From an optimization exercise on the open Yosys and OpenROAD flow, aimed at small area; shortcuts taken in it are not production practice.
Only simulation tests tie the RTL to the original design; equivalence was not proved.
Power and IR drop assume default switching activity.

Setup of maple:
==> flow/design.v <==
`timescale 1ns/1ps
module forth_serial (
	input  logic clk,
	input  logic reset,
	input  logic rx,
	output logic tx,
	output logic led_r,
	output logic led_g,
	output logic led_b
);
	logic [4:0] ph;
	logic       clr;
	always_ff @(posedge clk or negedge reset) begin
		if (!reset) begin
			ph  <= '0;
			clr <= 1'b1;
		end else begin
			ph <= ph + 1'b1;
			if (ph == 5'd31) clr <= 1'b0;
		end
	end
	logic [8:0] R;
	logic       samp;
	logic       rx_done;
	logic [7:0] word;
	assign samp    = (ph[3:0] == 4'd14) && (R[0] || !rx);
	assign rx_done = samp && R[0] && !R[1];
	assign word    = R[8:1];
	always_ff @(posedge clk or negedge reset) begin
		if (!reset) R[0] <= 1'b0;
		else if (samp) R[0] <= R[0] ? R[1] : 1'b1;
	end
	always_ff @(posedge clk) begin
		if (samp) R[8:1] <= {rx, R[0] ? R[8:2] : 7'h7f};
	end
	logic is_digit, is_blank, is_add, is_sub, is_and, is_or, is_eq, is_dup, is_over;
	logic is_drop, is_neg, is_not, is_zeq, is_emit, is_led, is_err;
	always_comb begin
		is_digit = (word >= "0") && (word <= "9");
		is_blank = (word == " ") || ((word >= 8'd10) && (word <= 8'd13));
		is_add  = word == "+";
		is_sub  = word == "-";
		is_and  = word == "&";
		is_or   = word == "|";
		is_eq   = word == "=";
		is_dup  = word == "d";
		is_over = word == "o";
		is_drop = word == "x";
		is_neg  = word == "n";
		is_not  = word == "~";
		is_zeq  = word == "z";
		is_emit = word == ".";
		is_led  = word == "l";
		is_err  = !(is_digit || is_blank || is_add || is_sub || is_and || is_or || is_eq ||
			is_dup || is_over || is_drop || is_neg || is_not || is_zeq || is_emit || is_led);
	end
	logic op_push, op_pop;
	assign op_push = is_digit || is_dup || is_over;
	assign op_pop  = is_add || is_sub || is_and || is_or || is_eq || is_drop || is_emit || is_led;
	logic act, exec, o;
	logic o_nx, up;
	always_ff @(posedge clk or negedge reset) begin
		if (!reset) begin
			act  <= 1'b0;
			exec <= 1'b0;
			o    <= 1'b0;
		end else begin
			if (rx_done) act <= 1'b1;
			if (ph == 5'd31) begin
				exec <= act && !exec;
				if (exec) act <= 1'b0;
				o    <= o_nx;
			end
		end
	end
	assign o_nx = (exec && (op_push || op_pop)) ? o : !o;
	assign up   = exec ? (op_push || (!op_pop && o)) : o;
	logic [31:0] ring [16];
	logic [15:0] q;
	logic [15:0] d;
	logic        wbit;
	always_comb begin
		for (int j = 0; j < 16; j++) q[j] = ring[j][0];
		for (int j = 1; j < 15; j++) d[j] = up ? q[j-1] : q[j+1];
		d[0]  = !o_nx ? wbit : (up ? q[15] : q[1]);
		d[15] =  o_nx ? wbit : (up ? q[14] : q[0]);
		if (clr) d = '0;
	end
	always_ff @(posedge clk) begin
		for (int j = 0; j < 16; j++) ring[j] <= {d[j], ring[j][31:1]};
	end
	logic t, s;
	assign t = o ? q[15] : q[0];
	assign s = o ? q[0]  : q[1];
	logic c, eacc, zacc;
	logic ua, ub, cin, ceff, sum;
	always_comb begin
		ua  = exec && (is_add || is_sub);
		ub  = exec && (is_sub || is_neg || is_not);
		cin = exec && (is_sub || is_neg);
		ceff = (ph == 5'd0) ? cin : c;
		sum = (ua & s) ^ (t ^ ub) ^ ceff;
	end
	always_ff @(posedge clk) begin
		c <= ((ua & s) & (t ^ ub)) | (((ua & s) ^ (t ^ ub)) & ceff);
		if (!exec) begin
			eacc <= ((ph != 5'd0) && eacc) || (s ^ t);
			zacc <= ((ph != 5'd0) && zacc) || t;
		end
	end
	always_comb begin
		wbit = t;
		if (exec) begin
			if (is_digit)                       wbit = (ph[4:2] == 3'd0) ? word[ph[1:0]] : 1'b0;
			else if (is_add || is_sub || is_neg || is_not) wbit = sum;
			else if (is_and)                    wbit = s & t;
			else if (is_or)                     wbit = s | t;
			else if (is_eq)                     wbit = !eacc;
			else if (is_zeq)                    wbit = !zacc;
			else if (is_over || is_drop || is_emit || is_led) wbit = s;
		end
	end
	logic [8:0] sh;
	logic bnd, start, cap, capbit;
	assign bnd    = (ph[3:0] == 4'd0);
	assign start  = exec && (is_emit || is_err) && (ph == 5'd16);
	assign cap    = exec && (((is_emit || is_err) && ph < 5'd8) || (is_led && ph < 5'd16));
	assign capbit = is_err ? (ph < 5'd6) : (t || ph[3]);
	always_ff @(posedge clk or negedge reset) begin
		if (!reset) begin
			sh <= '1;
		end else begin
			if (bnd) sh[0] <= start ? 1'b0 : sh[1];
			if (cap || (bnd && !start)) sh[8:1] <= {cap ? capbit : 1'b1, sh[8:2]};
		end
	end
	assign tx = sh[0];
	logic [2:0] led;
	always_ff @(posedge clk or negedge reset) begin
		if (!reset) led <= '1;
		else if (exec && is_led && ph == 5'd8) led <= ~sh[3:1];
	end
	assign led_g = led[0];
	assign led_b = led[1];
	assign led_r = led[2];
endmodule
export LEC_CHECK = 0
export CAP_MARGIN = 20
export CORE_MARGIN = 2
export CORE_UTILIZATION = 40
export SLEW_MARGIN = 20
create_clock -name core_clock -period 15.0 [get_ports {clk}]
run.sh (not shown) runs the stock make flow with config.mk's settings and CLKGATE_MAP_FILE= SYNTH_SCRIPT=/design/flow/synth_recipe.tcl, a recipe that flattens the netlist after the stock synthesis.
maple closes out successfully: all stages finished, all timing, DRC and antenna checks passed.
The inputs of ember differ from those of maple as listed below.
Settings: an added CTS_CLUSTER_SIZE of 20; an added CTS_CLUSTER_DIAMETER of 50; an added ABC_AREA of 1; a change of CORE_UTILIZATION from 40 to 70; an added CTS_BUF_LIST of sky130_fd_sc_hd__clkbuf_8.
## What came out
Comparing maple and ember, first-iteration DRC count is lower on maple. maple → ember: worst hold slack picked up an extra 0.0051 ns; final-layout clock-cell area share went down. Note that the total power recorded for maple amounts to 1.3 times the value seen in ember. Going from maple to ember, die outline area went down 43%, wire length went up 1.4%. Compared with maple, ember shows a post-route non-filler standard cell count that is about 13% lower. Minimum setup slack after placement, maple and ember: larger value in ember.
Changes in onyx relative to ember:
==> flow/flow/run.sh (new file) <==
#!/bin/bash
# Standard layout (standard.sh), with synthesis mapping combinational
# logic through an area-oriented ABC script (flow/area.scr)
set -euo pipefail
export MY_ABC_SCRIPT=$PWD/flow/area.scr
bash standard.sh SYNTH_SCRIPT=$PWD/flow/synth.tcl "CTS_ARGS=-sink_clustering_enable -repair_clock_nets -sink_clustering_size 20 -sink_clustering_max_diameter 50 -buf_list sky130_fd_sc_hd__clkbuf_8 -dont_use_dummy_load" finish > standard.log 2>&1
==> flow/flow/area.scr (new file) <==
strash
balance
rewrite
refactor
balance
rewrite
rewrite -z
balance
refactor -z
rewrite -z
balance
dch -f
amap
==> flow/flow/synth.tcl (new file) <==
# The standard synthesis script (synth_recipe.tcl), with only the ABC
# script for combinational mapping swapped for flow/area.scr
proc synth {args} { yosys synth -nofsm -noshare {*}$args }
proc abc {args} {
  set i [lsearch -exact $args -script]
  if { $i >= 0 } { lset args [expr {$i + 1}] $::env(MY_ABC_SCRIPT) }
  yosys abc {*}$args
}
source $::env(SCRIPTS_DIR)/synth.tcl
# left out here: clear keep_hierarchy, flatten, clean up, hide names made inside functions, write 1_2_yosys.v
==> flow/standard.sh (new file) <==
#!/bin/bash
# synth_recipe.tcl (not shown) runs the flow's synth.tcl, then flattens the netlist and writes it again
# the make line also repeats each setting of config.mk as NAME=value (left out here)
make -C /OpenROAD-flow-scripts/flow DESIGN_CONFIG=/design/flow/config.mk WORK_HOME=/design/flow/orfs CLKGATE_MAP_FILE= SYNTH_SCRIPT=/design/flow/synth_recipe.tcl "${@:-finish}"
removed: flow/run.sh
==> comparison <==
On area of the die, ember loses to onyx. Looking only at clock-buffer cell count, and setting everything else aside, the higher value of onyx and ember goes to ember. Start point of the critical path: led[2]$_DFFE_PN1P_ -> onyx, led[1]$_DFFE_PN1P_ -> ember. Of onyx and ember, the run reporting the lower maximum achievable frequency was ember. Diff ember -> onyx: global-route usage now larger, share of cell area taken by multi-input logic gates now smaller.
## Diff of input files: garnet against onyx
==> flow/flow/run.sh <==
#!/bin/bash
# Standard layout (standard.sh), with synthesis mapping combinational
# logic through an area-oriented ABC script (flow/area.scr)
set -euo pipefail
export MY_ABC_SCRIPT=$PWD/flow/area.scr
bash standard.sh SYNTH_SCRIPT=$PWD/flow/synth.tcl finish > standard.log 2>&1
Findings:
On share of total power consumed by net switching, the lower figure sits with onyx, not garnet.
Between onyx and garnet, the share of the final layout cell area in multi-input gates does not differ in any meaningful way.
In garnet relative to onyx, top achievable clock speed had gone down slightly.
Measured against each other, onyx and garnet differ in area growth from synthesis to final layout, the higher figure coming from garnet.
Diff onyx -> garnet: number of distinct standard cells referenced by the synthesized netlist was more or less identical, period utilization went up by 0.17 points, final worst-path setup slack fell by 0.025 ns.
Going from onyx to garnet, the met1 track utilization from global routing was found to have gone up by 0.83 points.
As far as total die area goes, onyx and garnet are indistinguishable; the numbers are identical.

[what the ideal ports hide]
In the flow no input, the clock included, has a driving cell. The finished layouts below were timed again as built, in two steps.
Step 1 (the two cells are an assumption about what drives the block):
set clk [get_ports {clk}]
set_driving_cell -lib_cell sky130_fd_sc_hd__clkbuf_16 $clk
set_driving_cell -lib_cell sky130_fd_sc_hd__buf_2 [delete_from_list [all_inputs] $clk]
Step 2 adds t to the input delays and takes it off the output delays; t is the mean of the earliest and latest rising clock arrival at the registers after step 1. Input paths then give back, and output paths get back, about the clock's delay inside the block.
Three values: ideal ports, drivers, drivers and shift; two values: the first two.
run	t (ns)	slack for setup (ns)	hold WS [ns]
maple	0.580	10.420 / 10.374 / 10.574	0.314 / 0.314 / 0.314
ember	0.583	10.366 / 10.327 / 10.593	0.320 / 0.320 / 0.320
onyx	0.542	10.391 / 10.349 / 10.222	0.267 / 0.267 / 0.267
garnet	0.579	10.366 / 10.324 / 10.222	0.324 / 0.324 / 0.324
After both steps every run listed still meets setup and hold. For onyx, which loses most, drivers alone change the setup slack by -0.042 ns; drivers and shift together by -0.169 ns.
